Source: an optimization exercise on an open RTL-to-GDS flow (aim: small area, a short achievable clock period and few clock cycles per item). Production flows keep margins and buffers that such runs may drop.
In this exercise RTL edits were held to simulation tests only and were not proved equivalent to the original.
Power and IR drop assume default switching activity.

==> flow/design.v <==
package cpack_pkg;
  localparam int CACHE_LINE = 128;           
  localparam int WORD_SIZE  = 64;            
  localparam int WORD_BITS  = 32;            
  localparam int CODE_W     = WORD_BITS + 2;  
  localparam int LEN_W      = 6;             
  localparam int TOTAL_W    = 7;             
  localparam int LINE_LEN_W = 8;             
  typedef enum logic [2:0] {
    ZZZZ = 3'd0,  
    MMMM = 3'd1,  
    ZZZX = 3'd2,  
    MMMX = 3'd3,  
    MMXX = 3'd4,  
    XXXX = 3'd5   
  } cpack_pat_e;
  localparam logic [1:0] PFX_ZZZZ = 2'b00;
  localparam logic [1:0] PFX_XXXX = 2'b01;
  localparam logic [1:0] PFX_MMMM = 2'b10;
  localparam logic [3:0] PFX_MMXX = 4'b1100;
  localparam logic [3:0] PFX_ZZZX = 4'b1101;
  localparam logic [3:0] PFX_MMMX = 4'b1110;
  localparam logic [LEN_W-1:0] LEN_ZZZZ = 6'd2;
  localparam logic [LEN_W-1:0] LEN_XXXX = 6'd34;
  localparam logic [LEN_W-1:0] LEN_MMMM = 6'd3;
  localparam logic [LEN_W-1:0] LEN_MMXX = 6'd21;
  localparam logic [LEN_W-1:0] LEN_ZZZX = 6'd12;
  localparam logic [LEN_W-1:0] LEN_MMMX = 6'd13;
  typedef struct packed {
    cpack_pat_e             pat;
    logic                   idx;   
    logic [WORD_BITS-1:0]   word;
  } word_match_t;
  typedef struct packed {
    word_match_t w0;
    word_match_t w1;
    logic        first;  
    logic        last;   
  } pair_match_t;
  typedef struct packed {
    logic [CODE_W-1:0] bits;
    logic [LEN_W-1:0]  len;
  } word_code_t;
  typedef struct packed {
    logic                   compressed;
    logic [LINE_LEN_W-1:0]  len;
    logic [CACHE_LINE-1:0]  payload;
  } cline_out_t;
endpackage
module cpack_compressor #(
  parameter int CACHE_LINE = cpack_pkg::CACHE_LINE,
  parameter int WORD_SIZE  = cpack_pkg::WORD_SIZE,
  parameter int CREDITS    = 2
) (
  input  logic                   i_clk,
  input  logic                   i_rst_n,
  input  logic                   i_valid,
  input  logic [CACHE_LINE-1:0]  i_line,    
  output logic                   o_ready,
  output logic                   o_valid,
  output logic [136:0]           o_line,    
  input  logic                   i_credit
);
  localparam int CRD_W = $clog2(CREDITS + 1);
  logic [CRD_W-1:0] crd_q;
  logic             accept;
  assign o_ready = (crd_q != '0);
  assign accept  = i_valid & o_ready;
  always_ff @(posedge i_clk) begin
    if (!i_rst_n) begin
      crd_q   <= CRD_W'(CREDITS);
      o_valid <= 1'b0;
    end else begin
      crd_q   <= crd_q + CRD_W'(i_credit) - CRD_W'(accept);
      o_valid <= accept;                  
    end
  end
  localparam int P_ZZZZ = 0, P_MMMM = 1, P_ZZZX = 2, P_MMMX = 3, P_MMXX = 4, P_XXXX = 5;
  logic [3:0][31:0] w;
  logic [3:0][5:0]  pat;
  logic [3:0]       idx;
  logic [3:0][33:0] code;    
  assign w[0] = i_line[127:96];
  assign w[1] = i_line[95:64];
  assign w[2] = i_line[63:32];
  assign w[3] = i_line[31:0];
  for (genvar k = 0; k < 2; k++) begin : g_nodict
    logic zhi, zlo;
    assign zhi = (w[k][31:8] == '0);
    assign zlo = (w[k][7:0] == '0);
    assign pat[k] = {~zhi, 2'b00, zhi & ~zlo, 1'b0, zhi & zlo};
    assign idx[k] = 1'b0;
  end
  for (genvar k = 2; k < 4; k++) begin : g_dict
    logic zhi, zlo;
    logic [1:0] e16, e8a, e8b, full, h24, h16;
    assign zhi = (w[k][31:8] == '0);
    assign zlo = (w[k][7:0] == '0);
    for (genvar d = 0; d < 2; d++) begin : g_d
      assign e16[d]  = (w[k][31:16] == w[d][31:16]);
      assign e8a[d]  = (w[k][15:8]  == w[d][15:8]);
      assign e8b[d]  = (w[k][7:0]   == w[d][7:0]);
      assign h16[d]  = e16[d];
      assign h24[d]  = e16[d] & e8a[d];
      assign full[d] = h24[d] & e8b[d];
    end
    assign pat[k][P_ZZZZ] = zhi & zlo;
    assign pat[k][P_MMMM] = ~(zhi & zlo) & (|full);
    assign pat[k][P_ZZZX] = ~(zhi & zlo) & ~(|full) & zhi;
    assign pat[k][P_MMMX] = ~zhi & ~(|full) & (|h24);
    assign pat[k][P_MMXX] = ~zhi & ~(|h24) & (|h16);
    assign pat[k][P_XXXX] = ~zhi & ~(|h16);
    assign idx[k] = (|full) ? ~full[0] : (|h24) ? ~h24[0] : ~h16[0];
  end
  for (genvar k = 1; k < 4; k++) begin : g_code
    assign code[k] = ({34{pat[k][P_MMMM]}} & {2'b10, idx[k], 31'b0})
                   | ({34{pat[k][P_ZZZX]}} & {4'b1101, w[k][7:0], 22'b0})
                   | ({34{pat[k][P_MMMX]}} & {4'b1110, idx[k], w[k][7:0], 21'b0})
                   | ({34{pat[k][P_MMXX]}} & {4'b1100, idx[k], w[k][15:0], 13'b0})
                   | ({34{pat[k][P_XXXX]}} & {2'b01, w[k]});
  end
  assign code[0] = ({34{pat[0][P_ZZZX]}} & {4'b1101, w[0][7:0], 22'b0})
                 | ({34{pat[0][P_XXXX]}} & {2'b01, w[0]});
  logic [67:0] hi, lo;
  logic [5:0]  len_hi;      
  logic [7:0]  total;
  logic [127:0] packed_bits;
  logic        comp;
  always_comb begin
    hi = {code[0], 34'b0};
    if (pat[0][P_ZZZZ]) hi = hi | ({code[1], 34'b0} >> 2);
    if (pat[0][P_ZZZX]) hi = hi | ({code[1], 34'b0} >> 12);
    if (pat[0][P_XXXX]) hi = hi | ({code[1], 34'b0} >> 34);
  end
  function automatic int LP(input int p);
    case (p)
      0: LP = 2;  1: LP = 3;  2: LP = 12;
      3: LP = 13; 4: LP = 21; default: LP = 34;
    endcase
  endfunction
  function automatic int LA(input int a);
    case (a)
      0: LA = 4;  1: LA = 14; 2: LA = 24;
      3: LA = 36; 4: LA = 46; default: LA = 68;
    endcase
  endfunction
  assign len_hi[0] = pat[0][P_ZZZZ] & pat[1][P_ZZZZ];                                        
  assign len_hi[1] = (pat[0][P_ZZZZ] & pat[1][P_ZZZX]) | (pat[0][P_ZZZX] & pat[1][P_ZZZZ]);  
  assign len_hi[2] = pat[0][P_ZZZX] & pat[1][P_ZZZX];                                        
  assign len_hi[3] = (pat[0][P_ZZZZ] & pat[1][P_XXXX]) | (pat[0][P_XXXX] & pat[1][P_ZZZZ]);  
  assign len_hi[4] = (pat[0][P_ZZZX] & pat[1][P_XXXX]) | (pat[0][P_XXXX] & pat[1][P_ZZZX]);  
  assign len_hi[5] = pat[0][P_XXXX] & pat[1][P_XXXX];                                        
  assign comp = ~(len_hi[5] & pat[2][P_XXXX] & pat[3][P_XXXX]);
  logic [7:0] len_lo;
  always_comb begin
    len_lo = '0;
    for (int p = 0; p < 6; p++)
      for (int q = 0; q < 6; q++)
        if (pat[2][p] & pat[3][q]) len_lo = len_lo | 8'(LP(p) + LP(q));
  end
  logic [67:0] hi_q;
  logic [33:0] code2_q, code3_q;
  logic [5:0]  pat2_q;
  logic [5:0]  sel_q;
  logic        comp_q;
  logic [6:0]  len_lo_q;
  always_ff @(posedge i_clk) begin
    hi_q     <= hi;
    code2_q  <= code[2];
    code3_q  <= code[3];
    pat2_q   <= pat[2];
    sel_q    <= {len_hi[5] & comp, len_hi[4:0]};
    comp_q   <= comp;
    len_lo_q <= len_lo[6:0];
  end
  always_comb begin
    lo = {code2_q, 34'b0};
    if (pat2_q[P_ZZZZ]) lo = lo | ({code3_q, 34'b0} >> 2);
    if (pat2_q[P_MMMM]) lo = lo | ({code3_q, 34'b0} >> 3);
    if (pat2_q[P_ZZZX]) lo = lo | ({code3_q, 34'b0} >> 12);
    if (pat2_q[P_MMMX]) lo = lo | ({code3_q, 34'b0} >> 13);
    if (pat2_q[P_MMXX]) lo = lo | ({code3_q, 34'b0} >> 21);
    if (pat2_q[P_XXXX]) lo = lo | ({code3_q, 34'b0} >> 34);
  end
  logic [7:0] sum;
  always_comb begin
    sum = '0;
    for (int a = 0; a < 6; a++)
      if (sel_q[a]) sum = sum | (8'(len_lo_q) + 8'(LA(a)));
    if (!comp_q) sum = 8'd128;
  end
  assign total = sum;
  always_comb begin
    packed_bits = {hi_q, 60'b0} & {128{comp_q}};
    if (sel_q[0]) packed_bits = packed_bits | ({lo, 60'b0} >> 4);
    if (sel_q[1]) packed_bits = packed_bits | ({lo, 60'b0} >> 14);
    if (sel_q[2]) packed_bits = packed_bits | ({lo, 60'b0} >> 24);
    if (sel_q[3]) packed_bits = packed_bits | ({lo, 60'b0} >> 36);
    if (sel_q[4]) packed_bits = packed_bits | ({lo, 60'b0} >> 46);
    if (sel_q[5]) packed_bits = packed_bits | ({lo, 60'b0} >> 68);
    if (!comp_q)  packed_bits = packed_bits | {hi_q[65:34], hi_q[31:0], code2_q[31:0], code3_q[31:0]};
  end
  assign o_line = {comp_q, total, packed_bits};
endmodule
==> flow/run.sh <==
#!/bin/bash
# synth_recipe.tcl (not shown) runs the flow's synth.tcl, then flattens the netlist and writes it again
# the make line also repeats each setting of config.mk as NAME=value (left out here)
make -C /OpenROAD-flow-scripts/flow DESIGN_CONFIG=/design/flow/config.mk WORK_HOME=/design/flow/orfs CLKGATE_MAP_FILE= SYNTH_SCRIPT=/design/flow/synth_recipe.tcl finish
==> flow/config.mk <==
export PLATFORM = sky130hd
export DESIGN_NAME = cpack_compressor
export DESIGN_NICKNAME = cpack_compressor
export VERILOG_FILES = /design/flow/design.v
export SDC_FILE = /design/flow/constraint.sdc
export NUM_CORES = 4
export LEC_CHECK = 0
export CAP_MARGIN = 20
export CORE_MARGIN = 2
export CORE_UTILIZATION = 40
export PLACE_DENSITY = 0.6
export SETUP_SLACK_MARGIN = 2.5
export SLEW_MARGIN = 20
==> flow/constraint.sdc <==
create_clock -name core_clock -period 6.0 [get_ports {i_clk}]
set_input_delay 1.2000 -clock core_clock [delete_from_list [all_inputs] [get_ports {i_clk}]]
set_output_delay 1.2000 -clock core_clock [all_outputs]
set_load 0.01 [all_outputs]
==> metrics.cfg, run 1 <==
[status]
outcome = no timing/DRC/antenna violations

[placement]
dp_hpwl_microns = 50900
gp_congestion = 1.04
dpl_cell_area_sq_mm = 0.0149
io_buffers = 270
dp.cells = 2044

[timing]
min_period_ns = 3.64
setup_tns_ns = 0
fin_worst_skew_ns = 0.000265
fmax_mhz = 275
slew_headroom_pct = 27.3
min_period_over_period_pct = 60.7
worst-slew-pin-transition_ns = 1.09
hold_slack_ns = 0.510
rsz0062_at_grt = yes
drv_slew = 0
setup_viol = 0
hold_viol = 0

[die]
core_sq_mm = 0.0297
die_area_sq_mm = 0.0317
rows = 63
io_pins = 271
die_y_microns = 178
fp.dieW_microns = 178
initial_core_util_pct = 40.7

[pwr]
cellPowerDensity_mw_per_mm2 = 175
ir_worst_vdd_mv = 0.151
total_power_w = 0.00302
p_leak_nw = 7.38

[synth]
synth_cells = 1509
ys_seq_area_share_pct = 26.3
netlist_area_sq_mm = 0.0121
syn-mean-instance-area_sq_um = 8.02
synth.area.top_cells = dfxtp_1, a221o_1, nand2_1
synthesis.nets = 1650
yosys_warnings = 1
yosysTopAreaCellShare_pct = 26.3
ys_ff_latch = 159
synth_flop_cell = dfxtp_1
async_flop_share_pct = 0
yosysTopAreaCell = dfxtp_1
synth_edf_count = 0
yosysUniqueCellTypes = 62

[finish]
seqCellArea_sq_mm = 0.00325
drive_above_1_share_pct = 25.4
layout_common_cells = nand2_1, dfxtp_1, buf_4
final_common_cell = nand2_1
multi_input_area_sq_mm = 0.00884
final_area_sq_mm = 0.0172
fin_nets = 1946
fin_cells = 2208
fill_cells = 2680
area_growth_pct = 42.4
num_antenna_cells = 0

[cts]
path_clk_slew_ns = 0.07
cts_tree = yes
cts_buffer_depth = 2
clk_latency_ns = 0.42
cts-root-buf = clkbuf_16
clock_sinks = 159
cts_hold_buf = 0
h-tree-depth = 4
numCtsBuffers = 17

[critical_path]
crit_top_cell = a221o_1
cp-end-kind = output port
cp_data_required_time_ns = 4.80
cpMaxStageDelayCell = clkdlybuf4s50_1
crit_chain = buf_4 -> a22oi_1 -> nand2_2 -> a221o_1 -> a221o_1 -> clkdlybuf4s50_1
r2r_slack_ns = 4.25
max_stage_delay_ns = 0.50
cp-start-kind = flop
path_delay_family = compound AO/OA/AOI/OAI gates
path_class = reg2out
path_max_fanout = 7
critPathBufInv = 2
cp_data_arrival_time_ns = 2.44

[min_path]
hold_class = reg2reg

[drt]
drcViolationCount = 0
drt-initial-drc-count = 3381
firstDrtPassIters = 14
ant_nets = 0
avgViaCountPerCell = 7.17
vias = 15800
wl_per_cell_microns = 33.5
drt_wl_total_microns = 73900

[global_route]
grt_max_degree = 58
grt_overflow_total = 0
antenna_found_initial = 4
track_usage_pct = 44.6
grt_pass1_wl_microns = 101000
grt_pass1_vias = 14100

[job]
maxCapViolCount = 0

==> cell usage after synthesis, types with 25 or more instances <==
cell and number:
nand2_1 195, nor4_1 56, dfxtp_1 159, a22oi_1 93, a21oi_1 57, a22o_1 53, nand4_1 33, a221oi_1 27
xnor2_1 73, and2_1 72, a221o_1 94, nand3_1 57, nor2_1 42, mux2_2 37, xor2_1 67, a222oi_1 43
o21ai_0 25, clkbuf_1 120
==> where the power goes <==
part | leakage (nW) | internal (W) | switching, W | total (W)
sequential | 1.34 | 0.00110 | 0.0000784 | 0.00118
clock | 0.292 | 0.000631 | 0.000464 | 0.00110
combinational | 5.75 | 0.000322 | 0.000420 | 0.000742
==> cells by family after synthesis <==
group           count (synthesis)  share of synthesized area, %
compound gates                465                          30.9
mux                            50                          4.52
flops                         159                          26.3
simple gates                  516                          21.6
buf+inv                       170                          5.57
fa+ha+maj                       9                         0.931
xor+xnor                      140                          10.1
==> worst paths after layout <==
| kind | start | to | cells past startpoint |
|---|---|---|---|
| worst max-delay path | pat2_q[0] | o_line[91] | 6 |
| worst min-delay path | crd_q[1] | crd_q[1] | 2 |
| worst max register to register | crd_q[0] | crd_q[1] | 8 |
| worst min register to register | crd_q[1] | crd_q[1] | 2 |
==> state kept, by name, indices dropped and copies added (netlist names) <==
name	cells
hi_q	68
code2_q	34
code3_q	34
len_lo_q	7
pat2_q	6
sel_q	6
crd_q	2
comp_q	1
o_valid	1
==> what timing repair did <==
action,in CTS,in global routing
pin swaps,49,63
resized for setup,347,215
endpoints found under the setup margin,194,102
setup buffers,81,46
cloned,2,2
==> worst min-delay path: stages (launching register included) <==
cell     delay [ns]
dfxtp_1        0.35
xnor2_1        0.08
nand2_1        0.06
==> per-layer routing <==
metal,track usage [%],wire [microns],up-vias,share of wire [%]
met3,13.2,10500,428,14
li1,-,-,6386,-
met1,59.0,28300,7340,38
met4,26.1,5970,2,8.1
met2,63.8,29100,1683,39
met5,0,10,-,0.014
==> through the flow <==
step,setup WS (ns),utilization [%]
floorplan,2.81,-
global placement,1.29,50.1
detailed placement,1.25,50.1
CTS,2.30,55.6
global route,2.31,58.0
finish,2.36,58.0
==> cell type report <==
type                            instances  share of cell area [%]
Multi-Input combinational cell       1180                    51.3
Timing Repair Buffer                  425                    23.0
Sequential cell                       159                    18.9
Tap cell                              390                    2.83
Clock buffer                           18                    2.55
Clock inverter                         14                   0.886
Inverter                               22                   0.552
Testbench counts, summed over its fixed seeds: cycles 4,792, lines 2,400.
==> run 2: changes to the inputs <==
==> flow/flow/run.sh (new file) <==
#!/bin/bash
# Standard layout, with the port buffers made from plain buffers (buf_2)
# instead of the delay cells buffer_ports picks by default.
set -euo pipefail
export BUFFER_PORTS_ARGS="-buffer_cell sky130_fd_sc_hd__buf_2"
bash standard.sh > standard.log 2>&1
==> flow/standard.sh (new file) <==
#!/bin/bash
# synth_recipe.tcl (not shown) runs the flow's synth.tcl, then flattens the netlist and writes it again
# the make line also repeats each setting of config.mk as NAME=value (left out here)
make -C /OpenROAD-flow-scripts/flow DESIGN_CONFIG=/design/flow/config.mk WORK_HOME=/design/flow/orfs CLKGATE_MAP_FILE= SYNTH_SCRIPT=/design/flow/synth_recipe.tcl "${@:-finish}"
--- a/flow/config.mk
+++ b/flow/config.mk
@@ -8,6 +8,7 @@
 export CAP_MARGIN = 20
 export CORE_MARGIN = 2
-export CORE_UTILIZATION = 40
-export PLACE_DENSITY = 0.6
+export CORE_UTILIZATION = 55
+export CTS_BUF_LIST = sky130_fd_sc_hd__clkbuf_4 sky130_fd_sc_hd__clkbuf_8
+export PLACE_DENSITY = 0.75
 export SETUP_SLACK_MARGIN = 2.5
 export SLEW_MARGIN = 20
removed: flow/run.sh
==> metrics.cfg, run 2 <==
[status]
outcome = no timing/DRC/antenna violations

[synth]
synth_flop_cell = dfxtp_1
synth_edf_count = 0  ; unchanged
synthesis.nets = 1650  ; unchanged
ys_ff_latch = 159  ; unchanged
synth_cells = 1509  ; unchanged
async_flop_share_pct = 0  ; unchanged
synth.area.top_cells = dfxtp_1, a221o_1, nand2_1
yosysUniqueCellTypes = 62  ; unchanged
ys_seq_area_share_pct = 26.3  ; unchanged
netlist_area_sq_mm = 0.0121  ; unchanged
syn-mean-instance-area_sq_um = 8.02  ; unchanged
ys_top_cells_by_count = nand2_1, dfxtp_1, clkbuf_1
yosysTopAreaCell = dfxtp_1
yosys_warnings = 1  ; unchanged
yosysTopAreaCellShare_pct = 26.3  ; unchanged
synth.most_common_cell = nand2_1

[critical_path]
cp-start-kind = flop
cp-end-kind = output port
max_stage_delay_ns = 0.44  ; -0.06 ns
crit_chain = buf_6 -> a222oi_1 -> nand2_2 -> a221o_1 -> buf_2
path_class = reg2out
path_max_fanout = 18  ; +11
cp_data_required_time_ns = 4.80  ; about the same
worstRegToRegCells = 8  ; unchanged
critPathBufInv = 2  ; unchanged
r2r-end = crd_q[1]
cp_data_arrival_time_ns = 2.31  ; -0.13 ns
cpMaxStageDelayCell = dfxtp_4
reg2reg_from = crd_q[0]
r2r_slack_ns = 4.26  ; about the same
path_delay_family = compound AO/OA/AOI/OAI gates

[cts]
cts-root-buf = clkbuf_8
path_clk_slew_ns = 0.11  ; +0.04 ns
h-tree-depth = 4  ; unchanged
cts_hold_buf = 0  ; unchanged
clock_sinks = 159  ; unchanged
clk_latency_ns = 0.47  ; +0.05 ns
numCtsBuffers = 17  ; unchanged
cts_tree = yes
cts_buffer_depth = 2  ; unchanged

[pwr]
ir_worst_vdd_mv = 0.152  ; +0.94%
cellPowerDensity_mw_per_mm2 = 180  ; +2.8%
p_leak_nw = 5.95  ; -19%
p_int_w = 0.00165  ; -20%
p_switching_w = 0.000902  ; -6.2%
clkPwrFrac_pct = 30.2  ; -6.1 points
swShare_pct = 35.3  ; +3.5 points
p_seq_share_pct = 46.1  ; +6.9 points
p_comb_share_pct = 23.7  ; -0.9 points

[die]
die_y_microns = 152  ; -14%
initial_core_util_pct = 55.8  ; +15 points
rows = 54  ; -14%
fp.dieW_microns = 152  ; -14%
die_area_sq_mm = 0.0232  ; -27%
io_pins = 271  ; unchanged
core_sq_mm = 0.0217  ; -27%

[drt]
drcViolationCount = 0  ; unchanged
ant_nets = 0  ; unchanged
drt_wl_total_microns = 61800  ; -16%
drt-initial-drc-count = 3356  ; -0.74%
wl_per_cell_microns = 31.3  ; -6.4%
avgViaCountPerCell = 7.58  ; +5.7%
vias = 15000  ; -5.5%
firstDrtPassIters = 13  ; -1

[finish]
fin_nets = 1819  ; -6.5%
largest_register = hi_q
final_common_cell = buf_2
top_regs = hi_q: 68 flops, code2_q: 34 flops, code3_q: 34 flops
drive_above_1_share_pct = 26.6  ; +1.2 points
fill_cells = 1913  ; -29%
layout_common_cells = buf_2, nand2_1, dfxtp_1
area_growth_pct = 17.0
largest_reg_flops = 68  ; unchanged

[timing]
worst-slew-pin-transition_ns = 1.08  ; -0.00655 ns
setup_tns_ns = 0  ; unchanged
drv_slew = 0  ; unchanged
min_period_ns = 3.51  ; -0.131 ns
setup_ws_ns = 2.49  ; +0.131 ns
fmax_mhz = 285  ; +3.7%
min_period_over_period_pct = 58.5  ; -2.2 points
slew_headroom_pct = 27.7  ; +0.44 points
hold_viol = 0  ; unchanged
hold_slack_ns = 0.523  ; +0.0128 ns
setup_viol = 0  ; unchanged
rsz0062_at_grt = yes
fin_worst_skew_ns = 0.000210  ; -0.0000549 ns

[global_route]
antenna_found_initial = 2  ; -2
grt_pass1_vias = 13200  ; -6.3%
grtUsageMet1_pct = 65.1  ; +6.1 points
track_usage_pct = 49.4  ; +4.8 points
grt_pass1_wl_microns = 87100  ; -14%
grtUsageMet2_pct = 69.0  ; +5.2 points
grtUsageMet3_pct = 19.1  ; +5.9 points
busiest_layer = met2
grt_max_degree = 79  ; +36%
grt_overflow_total = 0  ; unchanged

[job]
maxCapViolCount = 0  ; unchanged

[placement]
dp_hpwl_microns = 44600  ; -12%
gp_congestion = 1.14  ; +9.4%
io_buffers = 270  ; unchanged
place_ws_ns = 1.85  ; +0.605 ns

[min_path]
whs_path_depth = 2  ; unchanged
whs_endpoint = crd_q[1]
hold_class = reg2reg
min-delay-start = crd_q[1]

run 2: cell counts after synthesis:
Identical to the previous run, type by type.
run 2: power groups by stage:
stage	Sequential, W	Combinational [W]	Clock [W]
5_1_grt	0.00117	0.000620	0.000814
3_5_place_dp	0.00120	0.000565	0
2_1_floorplan	0.00116	0.000299	0
6_report	0.00118	0.000605	0.000772
3_3_place_gp	0.00119	0.000560	0
4_1_cts	0.00117	0.000568	0.000770
run 2: tightest hold or removal path, delay by kind of cell, from the launching register on:
kind / cells / cell delay, ns
simple gates: 1 / 0.06
xor+xnor: 1 / 0.08
flops: 1 / 0.36
run 2: metal layers:
| layer | wire length, microns | up-vias | share of wire, % |
|---|---|---|---|
| li1 | - | 6121 | - |
| met3 | 11000 | 391 | 18 |
| met5 | 17 | - | 0.027 |
| met2 | 23900 | 1729 | 39 |
| met4 | 4960 | 2 | 8.0 |
| met1 | 22000 | 6718 | 36 |
run 2: cell families after synthesis:
| logic type | count (synthesis) | share of synthesized area (%) |
|---|---|---|
| buffers and inverters | 170 | 5.57 |
| DFF | 159 | 26.3 |
| xor gates and xnor gates | 140 | 10.1 |
| and+or+nand+nor | 516 | 21.6 |
| adders and majority gates | 9 | 0.931 |
| muxes | 50 | 4.52 |
| AOI/OAI and AO/OA | 465 | 30.9 |
run 2: layout make-up:
| type | instances | area [sq um] | area share [%] |
|---|---|---|---|
| timing repair buffer | 298 | 1690 | 11.9 |
| antenna | 2 | 5.00 | 0.0353 |
| clock buffer | 17 | 234 | 1.65 |
| clock inverter | 15 | 169 | 1.19 |
| multi-input combinational | 1180 | 8400 | 59.3 |
| sequential | 159 | 3230 | 22.8 |
| tap | 280 | 350 | 2.47 |
| inverter | 22 | 85.1 | 0.601 |
run 2: repair_timing:
item | 4_1_cts | 5_1_grt
buffers inserted | 0 | 13
cloned | 0 | 2
endpoints found under the setup margin | 129 | 96
gates resized for setup | 32 | 53
pin swaps | 1 | 12
run 2: worst max path at each step:
stage                     from     endpoint  slack [ns]  cells after the start
global placement    i_line[18]  len_lo_q[2]        1.96                      9
floorplan            i_line[0]  len_lo_q[3]        2.81                      9
finish               pat2_q[3]   o_line[94]        2.49                      5
CTS                  pat2_q[2]   o_line[78]        2.44                      5
global route         pat2_q[2]   o_line[91]        2.41                      6
detailed placement  i_line[22]  len_lo_q[2]        1.85                      9
run 2: through the flow:
| step | power (W) | cell area (sq um) | util (%) | std cells |
|---|---|---|---|---|
| floorplan | 0.00146 | 12100 | - | 1509 |
| global placement | 0.00175 | 13300 | 61.5 | 1924 |
| detailed placement | 0.00176 | 13300 | 61.5 | 1924 |
| CTS | 0.00251 | 13800 | 63.7 | 1956 |
| global route | 0.00261 | 14200 | 65.3 | 1971 |
| finish | 0.00255 | 14200 | 65.3 | 1973 |
==> run 3: changes to the inputs <==
--- a/flow/design.v
+++ b/flow/design.v
@@ -65,13 +65,18 @@
   logic [CRD_W-1:0] crd_q;
   logic             accept;
+  logic             held_q;    
+  logic             late_q;    
   assign o_ready = (crd_q != '0);
   assign accept  = i_valid & o_ready;
+  assign o_valid = (accept & held_q) | late_q;
   always_ff @(posedge i_clk) begin
     if (!i_rst_n) begin
-      crd_q   <= CRD_W'(CREDITS);
-      o_valid <= 1'b0;
+      crd_q  <= CRD_W'(CREDITS);
+      held_q <= 1'b0;
+      late_q <= 1'b0;
     end else begin
-      crd_q   <= crd_q + CRD_W'(i_credit) - CRD_W'(accept);
-      o_valid <= accept;                  
+      crd_q  <= crd_q + CRD_W'(i_credit) - CRD_W'(accept);
+      held_q <= i_valid & ~accept;
+      late_q <= accept & ~held_q;
     end
   end
==> metrics.cfg, run 3 <==
[status]
outcome = no timing/DRC/antenna violations

[synth]
synth_edf_count = 0  ; unchanged
async_flop_share_pct = 0  ; unchanged
synthesis.nets = 1668  ; +1.1%
synth.most_common_cell = nand2_1
yosysUniqueCellTypes = 70  ; +13%
synth_flop_cell = dfxtp_1
synth_cells = 1527  ; +1.2%
synth.area.top_cells = dfxtp_1, a221o_1, xnor2_1
yosys_warnings = 1  ; unchanged
ys_top_cells_by_count = nand2_1, dfxtp_1, clkbuf_1
ys_seq_area_share_pct = 26.3  ; about the same
ys_ff_latch = 160  ; +0.63%
syn-mean-instance-area_sq_um = 7.97  ; -0.63%
netlist_area_sq_mm = 0.0122  ; +0.56%
yosysTopAreaCell = dfxtp_1
yosysTopAreaCellShare_pct = 26.3  ; about the same

[critical_path]
max_stage_delay_ns = 0.40  ; -0.04 ns
startpoint = comp_q
path_max_fanout = 78  ; +60
r2r_slack_ns = 4.21  ; -0.05 ns
cpMaxStageDelayCell = dfxtp_2
crit_end = o_line[60]
cp-start-kind = flop
path_class = reg2out
cp_data_required_time_ns = 4.80  ; about the same
cp-end-kind = output port
reg2reg_from = crd_q[1]
r2r-end = crd_q[1]
worstRegToRegCells = 8  ; unchanged
crit_chain = buf_16 -> nor2b_1 -> a221o_1 -> a221o_1 -> a221o_1 -> buf_2
cp_data_arrival_time_ns = 2.29  ; -0.02 ns
crit_top_cell = a221o_1

[die]
die_area_sq_mm = 0.0233  ; +0.54%
io_pins = 271  ; unchanged
fp.dieW_microns = 153  ; +0.27%
die_y_microns = 153  ; +0.27%
initial_core_util_pct = 55.9  ; +0.14 points
rows = 54  ; unchanged
core_sq_mm = 0.0218  ; +0.31%

[drt]
ant_nets = 0  ; unchanged
drt_wl_total_microns = 62900  ; +1.7%
vias = 15000  ; +0.15%
avgViaCountPerCell = 7.53  ; -0.76%
firstDrtPassIters = 15  ; +2
drt-initial-drc-count = 3931  ; +17%
wl_per_cell_microns = 31.6  ; +0.76%
drcViolationCount = 0  ; unchanged

[job]
maxCapViolCount = 0  ; unchanged

[finish]
drive_above_1_share_pct = 26.5  ; -0.077 points
final_common_cell = buf_2
area_growth_pct = 16.7
layout_common_cells = buf_2, nand2_1, dfxtp_1
largest_reg_flops = 68  ; unchanged
fin_nets = 1839  ; +1.1%
fin_cells = 1991  ; +0.91%
final_util_pct = 65.3  ; about the same
num_antenna_cells = 0  ; -2
top_regs = hi_q: 68 flops, code2_q: 34 flops, code3_q: 34 flops
largest_register = hi_q
final_area_sq_mm = 0.0142  ; +0.26%

[global_route]
grt_pass1_vias = 13500  ; +1.9%
track_usage_pct = 50.4  ; +0.95 points
grt_max_degree = 79  ; unchanged
grt_pass1_wl_microns = 88900  ; +2.1%
grt_overflow_total = 0  ; unchanged
antenna_found_initial = 2  ; unchanged

[cts]
cts_buffer_depth = 2  ; unchanged
path_clk_slew_ns = 0.10  ; about the same
cts-root-buf = clkbuf_8
clk_latency_ns = 0.46  ; about the same
numCtsBuffers = 17  ; unchanged
cts_tree = yes
h-tree-depth = 4  ; unchanged
clock_sinks = 160  ; +0.63%
cts_hold_buf = 0  ; unchanged

[timing]
slew_headroom_pct = 44.3  ; +17 points
worst-slew-pin-transition_ns = 0.833  ; -0.249 ns
fin_worst_skew_ns = 0.000200  ; -0.00000938 ns
fmax_mhz = 287  ; +0.63%
rsz0062_at_grt = yes
min_period_ns = 3.49  ; -0.0219 ns
min_period_over_period_pct = 58.1  ; -0.36 points
drv_slew = 0  ; unchanged
setup_viol = 0  ; unchanged
hold_viol = 0  ; unchanged
setup_tns_ns = 0  ; unchanged

[placement]
dp.cells = 1942  ; +0.94%
dp_hpwl_microns = 45200  ; +1.3%
dpl_cell_area_sq_mm = 0.0134  ; +0.40%
io_buffers = 270  ; unchanged
gp_congestion = 1.12  ; -1.3%

[min_path]
hold_class = reg2reg

[pwr]
cellPowerDensity_mw_per_mm2 = 186  ; +3.0%
p_leak_nw = 5.81  ; -2.4%
ir_worst_vdd_mv = 0.153  ; +0.90%

-- run 3: critical path, delay by kind of cell (launching register included) --
kind                   cells  cell delay (ns)
flip-flops                 1             0.40
buffers and inverters      2             0.45
AND/OR/NAND/NOR            1             0.11
AO/OA/AOI/OAI              3             0.86
-- run 3: cell families (layout without fill, tap and decap cells) --
group,Yosys count,in the layout,share of synthesized area (%)
xor gates and xnor gates,140,140,10.1
muxes,41,41,3.75
and+or+nand+nor,549,549,23.0
adders and majority gates,9,9,0.926
DFF,160,160,26.3
buffers and inverters,170,354,5.69
AOI/OAI and AO/OA,458,458,30.2
-- run 3: area by class of cell --
type                    instances  area, sq um
clock buffers                  18          241
clock inverters                14          175
fillers                      1874         7560
inverters                      19         73.8
multi-input cells            1197         8420
flip-flops and latches        160         3250
well taps                     280          350
repair buffers                303         1690
-- run 3: through the flow --
| stage | total power [W] | setup slack (ns) | hold slack [ns] |
|---|---|---|---|
| 4_1_cts | 0.00258 | 2.50 | 0.513 |
| 2_1_floorplan | 0.00148 | 2.85 | 0.456 |
| 6_report | 0.00264 | 2.51 | 0.514 |
| 5_1_grt | 0.00269 | 2.45 | 0.529 |
| 3_5_place_dp | 0.00177 | 2.13 | 0.482 |
| 3_3_place_gp | 0.00177 | 2.08 | 0.476 |
-- run 3: routing by layer --
metal	track usage [%]	routed length, microns	part of all wire (%)	vias to the layer above
met4	32.9	5670	9.0	2
met3	19.4	10700	17	410
met1	66.6	22600	36	6751
met2	67.6	23900	38	1691
li1	-	-	-	6129
met5	0	13	0.021	-
-- run 3: worst min-delay path by stage --
| stage | start | to | slack, ns | depth (start not counted) |
|---|---|---|---|---|
| final | crd_q[1] | crd_q[1] | 0.51 | 2 |
| after floorplan | crd_q[1] | crd_q[1] | 0.46 | 2 |
| after global routing | crd_q[1] | crd_q[1] | 0.53 | 2 |
| after detailed placement | crd_q[1] | crd_q[1] | 0.48 | 2 |
| after global placement | crd_q[1] | crd_q[1] | 0.48 | 2 |
| after CTS | crd_q[1] | crd_q[1] | 0.51 | 2 |
-- run 3: where the power goes --
part	internal [W]	leakage [nW]	switching (W)	total [W]
Clock	0.000392	0.211	0.000447	0.000839
Sequential	0.00111	1.35	0.0000732	0.00118
Combinational	0.000233	4.25	0.000380	0.000613
-- run 3: repair_timing --
action                     4_1_cts  5_1_grt
setup endpoints to repair      127       58
setup buffers                    3       14
pin swaps                        1       13
resized for setup               31       46
Testbench counts of run 3, summed over its fixed seeds: cycles 4,000, lines 2,400.
==> run 4: changes to the inputs <==
--- a/flow/design.v
+++ b/flow/design.v
@@ -118,23 +118,36 @@
     assign idx[k] = (|full) ? ~full[0] : (|h24) ? ~h24[0] : ~h16[0];
   end
+  logic       comp;
+  logic [5:0] len_hi;       
+  assign len_hi[0] = pat[0][P_ZZZZ] & pat[1][P_ZZZZ];                                        
+  assign len_hi[1] = (pat[0][P_ZZZZ] & pat[1][P_ZZZX]) | (pat[0][P_ZZZX] & pat[1][P_ZZZZ]);  
+  assign len_hi[2] = pat[0][P_ZZZX] & pat[1][P_ZZZX];                                        
+  assign len_hi[3] = (pat[0][P_ZZZZ] & pat[1][P_XXXX]) | (pat[0][P_XXXX] & pat[1][P_ZZZZ]);  
+  assign len_hi[4] = (pat[0][P_ZZZX] & pat[1][P_XXXX]) | (pat[0][P_XXXX] & pat[1][P_ZZZX]);  
+  assign len_hi[5] = pat[0][P_XXXX] & pat[1][P_XXXX];                                        
+  assign comp = ~(len_hi[5] & pat[2][P_XXXX] & pat[3][P_XXXX]);
   for (genvar k = 1; k < 4; k++) begin : g_code
+    logic [33:0] raw;
+    if (k == 2)      assign raw = {w[2][27:0], w[3][31:26]};
+    else if (k == 3) assign raw = {w[3][25:0], 8'b0};
+    else             assign raw = '0;
     assign code[k] = ({34{pat[k][P_MMMM]}} & {2'b10, idx[k], 31'b0})
                    | ({34{pat[k][P_ZZZX]}} & {4'b1101, w[k][7:0], 22'b0})
                    | ({34{pat[k][P_MMMX]}} & {4'b1110, idx[k], w[k][7:0], 21'b0})
                    | ({34{pat[k][P_MMXX]}} & {4'b1100, idx[k], w[k][15:0], 13'b0})
-                   | ({34{pat[k][P_XXXX]}} & {2'b01, w[k]});
+                   | ({34{pat[k][P_XXXX] & comp}} & {2'b01, w[k]})
+                   | ({34{~comp}} & raw);
   end
   assign code[0] = ({34{pat[0][P_ZZZX]}} & {4'b1101, w[0][7:0], 22'b0})
-                 | ({34{pat[0][P_XXXX]}} & {2'b01, w[0]});
+                 | ({34{pat[0][P_XXXX] & comp}} & {2'b01, w[0]});
   logic [67:0] hi, lo;
-  logic [5:0]  len_hi;      
   logic [7:0]  total;
   logic [127:0] packed_bits;
-  logic        comp;
   always_comb begin
     hi = {code[0], 34'b0};
     if (pat[0][P_ZZZZ]) hi = hi | ({code[1], 34'b0} >> 2);
     if (pat[0][P_ZZZX]) hi = hi | ({code[1], 34'b0} >> 12);
-    if (pat[0][P_XXXX]) hi = hi | ({code[1], 34'b0} >> 34);
+    if (pat[0][P_XXXX] & comp) hi = hi | ({code[1], 34'b0} >> 34);
+    if (!comp) hi = hi | {w[0], w[1], w[2][31:28]};
   end
   function automatic int LP(input int p);
@@ -150,11 +163,4 @@
     endcase
   endfunction
-  assign len_hi[0] = pat[0][P_ZZZZ] & pat[1][P_ZZZZ];                                        
-  assign len_hi[1] = (pat[0][P_ZZZZ] & pat[1][P_ZZZX]) | (pat[0][P_ZZZX] & pat[1][P_ZZZZ]);  
-  assign len_hi[2] = pat[0][P_ZZZX] & pat[1][P_ZZZX];                                        
-  assign len_hi[3] = (pat[0][P_ZZZZ] & pat[1][P_XXXX]) | (pat[0][P_XXXX] & pat[1][P_ZZZZ]);  
-  assign len_hi[4] = (pat[0][P_ZZZX] & pat[1][P_XXXX]) | (pat[0][P_XXXX] & pat[1][P_ZZZX]);  
-  assign len_hi[5] = pat[0][P_XXXX] & pat[1][P_XXXX];                                        
-  assign comp = ~(len_hi[5] & pat[2][P_XXXX] & pat[3][P_XXXX]);
   logic [7:0] len_lo;
   always_comb begin
@@ -175,5 +181,5 @@
     code3_q  <= code[3];
     pat2_q   <= pat[2];
-    sel_q    <= {len_hi[5] & comp, len_hi[4:0]};
+    sel_q    <= len_hi;
     comp_q   <= comp;
     len_lo_q <= len_lo[6:0];
@@ -197,5 +203,5 @@
   assign total = sum;
   always_comb begin
-    packed_bits = {hi_q, 60'b0} & {128{comp_q}};
+    packed_bits = {hi_q, 60'b0};
     if (sel_q[0]) packed_bits = packed_bits | ({lo, 60'b0} >> 4);
     if (sel_q[1]) packed_bits = packed_bits | ({lo, 60'b0} >> 14);
@@ -204,5 +210,4 @@
     if (sel_q[4]) packed_bits = packed_bits | ({lo, 60'b0} >> 46);
     if (sel_q[5]) packed_bits = packed_bits | ({lo, 60'b0} >> 68);
-    if (!comp_q)  packed_bits = packed_bits | {hi_q[65:34], hi_q[31:0], code2_q[31:0], code3_q[31:0]};
   end
   assign o_line = {comp_q, total, packed_bits};
==> metrics.cfg, run 4 <==
[finish]
top_regs = hi_q: 68 flops, code2_q: 34 flops, code3_q: 34 flops
fill_cells = 1886  ; +0.64%
drive_above_1_share_pct = 25.0  ; -1.5 points
fin_nets = 1910  ; +3.9%
final_util_pct = 65.5  ; +0.24 points
largest_reg_flops = 68  ; unchanged
final_common_cell = nand2_1
final_area_sq_mm = 0.0142  ; +0.37%
seqCellArea_sq_mm = 0.00326  ; +0.23%
layout_common_cells = nand2_1, buf_2, dfxtp_1
area_growth_pct = 16.9
largest_register = hi_q
multi_input_area_sq_mm = 0.00837  ; -0.58%

[timing]
hold_viol = 0  ; unchanged
fin_worst_skew_ns = 0.00385  ; +0.00365 ns
setup_viol = 0  ; unchanged
slew_headroom_pct = 38.6  ; -5.7 points
drv_slew = 0  ; unchanged
min_period_over_period_pct = 58.8  ; +0.67 points
setup_tns_ns = 0  ; unchanged
fmax_mhz = 284  ; -1.1%
setup_ws_ns = 2.47  ; -0.0402 ns
min_period_ns = 3.53  ; +0.0402 ns
rsz0062_at_grt = yes
worst-slew-pin-transition_ns = 0.921  ; +0.0885 ns

[synth]
synth_edf_count = 0  ; unchanged
synth.area.top_cells = dfxtp_1, xor2_1, nand2_1
synth_flop_cell = dfxtp_1
synthesis.nets = 1778  ; +6.6%
yosys_warnings = 1  ; unchanged
yosysTopAreaCell = dfxtp_1
synth_top_family_by_area = compound AO/OA/AOI/OAI gates
muxShareOfSynthArea_pct = 3.80  ; +0.045 points
synthAdderAreaFrac_pct = 0.924  ; -0.0015 points
synth_xor_area_share_pct = 10.1  ; -0.017 points
synth_compound_area_share_pct = 28.7  ; -1.4 points
ys_ff_latch = 160  ; unchanged
netlist_area_sq_mm = 0.0122  ; +0.16%
yosysTopAreaCellShare_pct = 26.3  ; -0.043 points
syn-mean-instance-area_sq_um = 7.44  ; -6.6%
ys_top_cells_by_count = nand2_1, dfxtp_1, clkbuf_1
yosysUniqueCellTypes = 59  ; -16%
ys_seq_area_share_pct = 26.3  ; -0.043 points
synth_cells = 1637  ; +7.2%
yosys.area_share.simple_pct = 22.9  ; -0.14 points
synth.most_common_cell = nand2_1
async_flop_share_pct = 0  ; unchanged

[pwr]
total_power_w = 0.00258  ; -2.1%
ir_worst_vdd_mv = 0.150  ; -2.2%
cellPowerDensity_mw_per_mm2 = 181  ; -2.5%
p_leak_nw = 6.19  ; +6.7%

[placement]
gp_congestion = 1.06  ; -5.9%
dpl_cell_area_sq_mm = 0.0132  ; -1.3%
dp_hpwl_microns = 43900  ; -2.8%
io_buffers = 270  ; unchanged
place_ws_ns = 1.15  ; -0.972 ns

[min_path]
hold_class = reg2reg

[critical_path]
r2r_slack_ns = 4.14  ; -0.07 ns
cp-end-kind = output port
cpMaxStageDelayCell = dfxtp_4
cp-start-kind = flop
critPathBufInv = 2  ; unchanged
crit_top_cell = nand2_1
path_max_fanout = 17  ; -78%
cp_data_arrival_time_ns = 2.33  ; +0.04 ns
max_stage_delay_ns = 0.44  ; +0.04 ns
path_delay_family = compound AO/OA/AOI/OAI gates
cp_data_required_time_ns = 4.80  ; about the same
path_class = reg2out
crit_chain = buf_8 -> a222oi_1 -> nand2_1 -> a221oi_1 -> nand2_1 -> buf_2

[cts]
clk_latency_ns = 0.46  ; about the same
clock_sinks = 160  ; unchanged
cts_tree = yes
numCtsBuffers = 17  ; unchanged
cts-root-buf = clkbuf_8
path_clk_slew_ns = 0.10  ; about the same
cts_buffer_depth = 2  ; unchanged
cts_hold_buf = 0  ; unchanged
h-tree-depth = 4  ; unchanged

[drt]
drcViolationCount = 0  ; unchanged
drt-initial-drc-count = 3572  ; -9.1%
top_layer = met5
avgViaCountPerCell = 7.52  ; about the same
ant_nets = 0  ; unchanged
drt_wl_total_microns = 63100  ; +0.31%
met1_length_microns = 22000  ; -2.8%
firstDrtPassIters = 14  ; -1
vias = 15500  ; +3.7%
wl_met3_microns = 10900  ; +2.4%
wl_met2_microns = 25000  ; +4.4%
wl_per_cell_microns = 30.6  ; -3.2%

[die]
rows = 54  ; unchanged
io_pins = 271  ; unchanged
fp.dieW_microns = 153  ; about the same
core_sq_mm = 0.0218  ; unchanged
initial_core_util_pct = 56.0  ; +0.092 points
die_area_sq_mm = 0.0234  ; +0.16%
die_y_microns = 153  ; about the same

[global_route]
grt_max_degree = 65  ; -18%
grt_overflow_total = 0  ; unchanged
antenna_found_initial = 4  ; +2
grt_pass1_vias = 13800  ; +2.6%
track_usage_pct = 50.6  ; +0.20 points
grt_pass1_wl_microns = 90100  ; +1.4%

[job]
maxCapViolCount = 0  ; unchanged

[status]
outcome = no timing/DRC/antenna violations

==> run 4: kinds of logic after synthesis <==
logic type,count (synthesis)
simple gates,604
xor+xnor,140
compound gates,459
flops,160
buf+inv,221
fa+ha+maj,9
mux,44
==> run 4: cell type report <==
cell class	instances	area share (%)
clock buffer	19	1.79
multi-input combinational	1256	58.7
antenna	2	0.0351
timing repair buffer	307	12.4
tap	280	2.46
clock inverter	13	0.966
sequential	160	22.9
inverter	27	0.799
==> run 4: through the flow <==
step,std cells,hold slack (ns)
detailed placement,2007,0.515
global route,2062,0.557
finish,2064,0.534
CTS,2048,0.538
floorplan,1637,0.456
global placement,2007,0.473
==> run 4: worst min-delay path: stages, from the launching register on <==
cell     delay (ns)
dfxtp_1        0.34
or2_2          0.13
nor2_1         0.04
==> run 4: path summary, 6_finish.rpt <==
| kind | end | startpoint | cells after the start |
|---|---|---|---|
| worst max register to register | crd_q[1] | crd_q[1] | 8 |
| worst min-delay path | held_q | crd_q[0] | 2 |
| worst min register to register | held_q | crd_q[0] | 2 |
| worst max-delay path | o_line[96] | pat2_q[1] | 6 |
==> run 4: timing repair <==
item                                    4_1_cts  5_1_grt
pin swaps                                     9       28
gates resized for setup                      52       67
setup buffers                                 8       14
gates cloned                                  1        0
endpoints found under the setup margin      254      155
==> run 4: power by group <==
part,switching (W),leakage [nW],total (W),internal (W)
sequential,0.0000486,1.35,0.00116,0.00111
clock,0.000460,0.196,0.000820,0.000359
combinational,0.000397,4.65,0.000601,0.000204
==> run 4: metal layers <==
metal  track usage (%)  up-vias
met5                 0        -
met4              30.5        6
met3              19.1      452
met2              72.2     1776
li1                  -     6345
met1              64.6     6951
Testbench counts of run 4, summed over its fixed seeds: cycles 4,000, lines 2,400.
==> run 5: changes to the inputs <==
--- a/flow/config.mk
+++ b/flow/config.mk
@@ -8,7 +8,7 @@
 export CAP_MARGIN = 20
 export CORE_MARGIN = 2
-export CORE_UTILIZATION = 55
+export CORE_UTILIZATION = 45
 export CTS_BUF_LIST = sky130_fd_sc_hd__clkbuf_4 sky130_fd_sc_hd__clkbuf_8
-export PLACE_DENSITY = 0.75
+export PLACE_DENSITY = 0.65
 export SETUP_SLACK_MARGIN = 2.5
 export SLEW_MARGIN = 20
==> metrics.cfg, run 5 <==
[finish]
num_antenna_cells = 0  ; -2
fin_nets = 1917  ; +0.37%
final_util_pct = 54.1  ; -11 points
layout_common_cells = nand2_1, buf_2, dfxtp_1
largest_register = hi_q
fill_cells = 2628  ; +39%
final_common_cell = nand2_1
largest_reg_flops = 68  ; unchanged
drive_above_1_share_pct = 25.7  ; +0.68 points
area_growth_pct = 18.9
final_area_sq_mm = 0.0145  ; +1.7%
top_regs = hi_q: 68 flops, code2_q: 34 flops, code3_q: 34 flops

[die]
rows = 60  ; +11%
core_sq_mm = 0.0268  ; +23%
initial_core_util_pct = 45.5  ; -11 points
fp.dieW_microns = 169  ; +10%
die_area_sq_mm = 0.0284  ; +22%
die_y_microns = 169  ; +10%
io_pins = 271  ; unchanged

[critical_path]
cp-end-kind = flop
cp_data_arrival_time_ns = 3.90  ; +1.57 ns
path_class = in2reg
path_max_fanout = 18  ; +1
cp-start-kind = primary input
cp_data_required_time_ns = 6.31  ; +1.51 ns

[synth]
synth_top_family_by_area = compound AO/OA/AOI/OAI gates
ys_top_cells_by_count = nand2_1, dfxtp_1, clkbuf_1
netlist_area_sq_mm = 0.0122  ; unchanged
synth_compound_area_share_pct = 28.7  ; unchanged
synth.most_common_cell = nand2_1
ys_seq_area_share_pct = 26.3  ; unchanged
muxShareOfSynthArea_pct = 3.80  ; unchanged
yosysTopAreaCellShare_pct = 26.3  ; unchanged
synth_xor_area_share_pct = 10.1  ; unchanged
ys_ff_latch = 160  ; unchanged
synth_edf_count = 0  ; unchanged
synthAdderAreaFrac_pct = 0.924  ; unchanged
synth_flop_cell = dfxtp_1
syn-mean-instance-area_sq_um = 7.44  ; unchanged
synthesis.nets = 1778  ; unchanged
yosysUniqueCellTypes = 59  ; unchanged
async_flop_share_pct = 0  ; unchanged
synth_cells = 1637  ; unchanged
yosysTopAreaCell = dfxtp_1
yosys.area_share.simple_pct = 22.9  ; unchanged
yosys_warnings = 1  ; unchanged
synth.area.top_cells = dfxtp_1, xor2_1, nand2_1

[global_route]
grt_pass1_wl_microns = 94600  ; +5.0%
grt_max_degree = 72  ; +11%
antenna_found_initial = 3  ; -1
track_usage_pct = 45.0  ; -5.6 points
grt_pass1_vias = 13700  ; -0.64%
grt_overflow_total = 0  ; unchanged

[timing]
drv_slew = 0  ; unchanged
setup_tns_ns = 0  ; unchanged
slew_headroom_pct = 42.4  ; +3.8 points
hold_viol = 0  ; unchanged
rsz0062_at_grt = yes
min_period_over_period_pct = 59.8  ; +0.99 points
setup_viol = 0  ; unchanged
fin_worst_skew_ns = 0.000361  ; -0.00348 ns
worst-slew-pin-transition_ns = 0.865  ; -0.0566 ns
min_period_ns = 3.59  ; +0.0595 ns
fmax_mhz = 279  ; -1.7%

[drt]
drcViolationCount = 0  ; unchanged
drt_wl_total_microns = 67100  ; +6.5%
ant_nets = 0  ; unchanged
wl_per_cell_microns = 31.5  ; +3.2%
vias = 15000  ; -3.2%
avgViaCountPerCell = 7.06  ; -6.2%
drt-initial-drc-count = 3277  ; -8.3%
firstDrtPassIters = 10  ; -4

[cts]
path_clk_slew_ns = 0.11  ; about the same
numCtsBuffers = 17  ; unchanged
clk_latency_ns = 0.47  ; about the same
clock_sinks = 160  ; unchanged
cts_tree = yes
cts-root-buf = clkbuf_8
h-tree-depth = 4  ; unchanged
cts_hold_buf = 0  ; unchanged
cts_buffer_depth = 2  ; unchanged

[placement]
io_buffers = 270  ; unchanged
dp_hpwl_microns = 47600  ; +8.4%
dpl_cell_area_sq_mm = 0.0133  ; +0.79%
gp_congestion = 1.07  ; +1.2%

[pwr]
p_leak_nw = 6.29  ; +1.5%
ir_worst_vdd_mv = 0.110  ; -27%
cellPowerDensity_mw_per_mm2 = 180  ; -0.35%

[job]
maxCapViolCount = 0  ; unchanged

[status]
outcome = no timing/DRC/antenna violations

[min_path]
hold_class = reg2reg

==> run 5: cell types whose count changed in the layout (fill, tap and decap cells not counted), sizes merged <==
cell and delta:
clkinv +3, inv -1, clkbuf +3, bufinv +1, clkinvlp -1, diode -2
buf +2
==> run 5: kinds of logic after synthesis <==
family / count (synthesis)
AOI/OAI and AO/OA: 459
xor gates and xnor gates: 140
adders and majority gates: 9
buffers and inverters: 221
DFF: 160
muxes: 44
and+or+nand+nor: 604
==> run 5: what timing repair did <==
item                                    4_1_cts  5_1_grt
pin swaps                                     7       33
resized for setup                            51       70
gates cloned                                  2        4
buffers inserted                             10       12
endpoints found under the setup margin      240      100
==> run 5: routing by layer <==
metal,routed length (microns),up-vias,GRT usage [%]
met1,25800,6884,60.1
li1,-,6344,-
met4,4530,4,26.5
met3,9810,307,14.1
met5,26,-,0
met2,27000,1491,63.5
==> run 5: worst paths after layout <==
| check | to | from | depth (start not counted) | slack, ns |
|---|---|---|---|---|
| max | hi_q[30] | i_line[100] | 7 | 2.41 |
| max reg2reg | crd_q[1] | crd_q[0] | 8 | 4.23 |
| min reg2reg | crd_q[1] | crd_q[1] | 2 | 0.51 |
| min | crd_q[1] | crd_q[1] | 2 | 0.51 |
==> run 5: worst max-delay path, cell delays in order <==
cell and delay [ns]:
buf_2 0.29, nor4_1 0.14, nand2_1 0.65, nand2_1 0.54, nor2_2 0.54, nand2_1 0.11
a31oi_1 0.42
==> run 5: per-stage QoR <==
stage | std cells | total power, W | hold slack (ns) | setup slack [ns]
CTS | 2114 | 0.00257 | 0.515 | 2.45
detailed placement | 2070 | 0.00175 | 0.486 | 1.25
finish | 2130 | 0.00261 | 0.508 | 2.41
floorplan | 1637 | 0.00146 | 0.456 | 2.55
global placement | 2070 | 0.00175 | 0.470 | 1.07
global route | 2130 | 0.00267 | 0.552 | 2.44
==> run 5: cell type report <==
class / instances / area, sq um / share of cell area, %
clock buffers: 18 / 248 / 1.71
clock inverters: 14 / 173 / 1.19
inverters: 27 / 114 / 0.786
multi-input cells: 1256 / 8410 / 58.1
flip-flops and latches: 160 / 3250 / 22.4
well taps: 341 / 427 / 2.94
repair buffers: 313 / 1860 / 12.8
repair inverters: 1 / 6.26 / 0.0432
==> run 5: where the power goes <==
part	switching (W)	total, W	internal [W]
clock	0.000449	0.000846	0.000397
sequential	0.0000499	0.00116	0.00111
combinational	0.000401	0.000607	0.000206
total	0.000900	0.00261	0.00171

port drivers added, routing unchanged:
The results above use ideal ports. As a check the final layouts listed here were re-extracted and re-timed, cells and wires unchanged. Step 1, drivers: a clkbuf_16 drives i_clk and a buf_2 each remaining input, both assumed. Step 2 adds t to the input delays and takes it off the output delays; t is the mean of the earliest and latest rising clock arrival at the registers after step 1. Input paths then give back, and output paths get back, about the clock's delay inside the block. Slacks: ideal ports / drivers / drivers and shift; pairs: ideal ports / drivers.
run | t (ns) | slack for setup (ns) | hold WS [ns] | worst setup path at the end | worst slew at a driven data input, ns
run 1 | 0.470 | 2.360 / 2.309 / 2.120 | 0.510 / 0.510 / 0.510 | input to register | 0.05
run 2 | 0.502 | 2.491 / 2.450 / 2.092 | 0.523 / 0.523 / 0.523 | input to register | 0.04
run 3 | 0.493 | 2.513 / 2.475 / 2.079 | 0.514 / 0.514 / 0.514 | input to register | 0.07
run 4 | 0.500 | 2.473 / 2.433 / 2.054 | 0.534 / 0.534 / 0.534 | input to register | 0.06
run 5 | 0.500 | 2.414 / 2.419 / 1.919 | 0.508 / 0.508 / 0.508 | input to register | 0.04
After both steps every run listed still meets setup and hold. The setup slack of run 5, which loses most, moves by +0.005 ns with the drivers and by -0.495 ns with both steps.
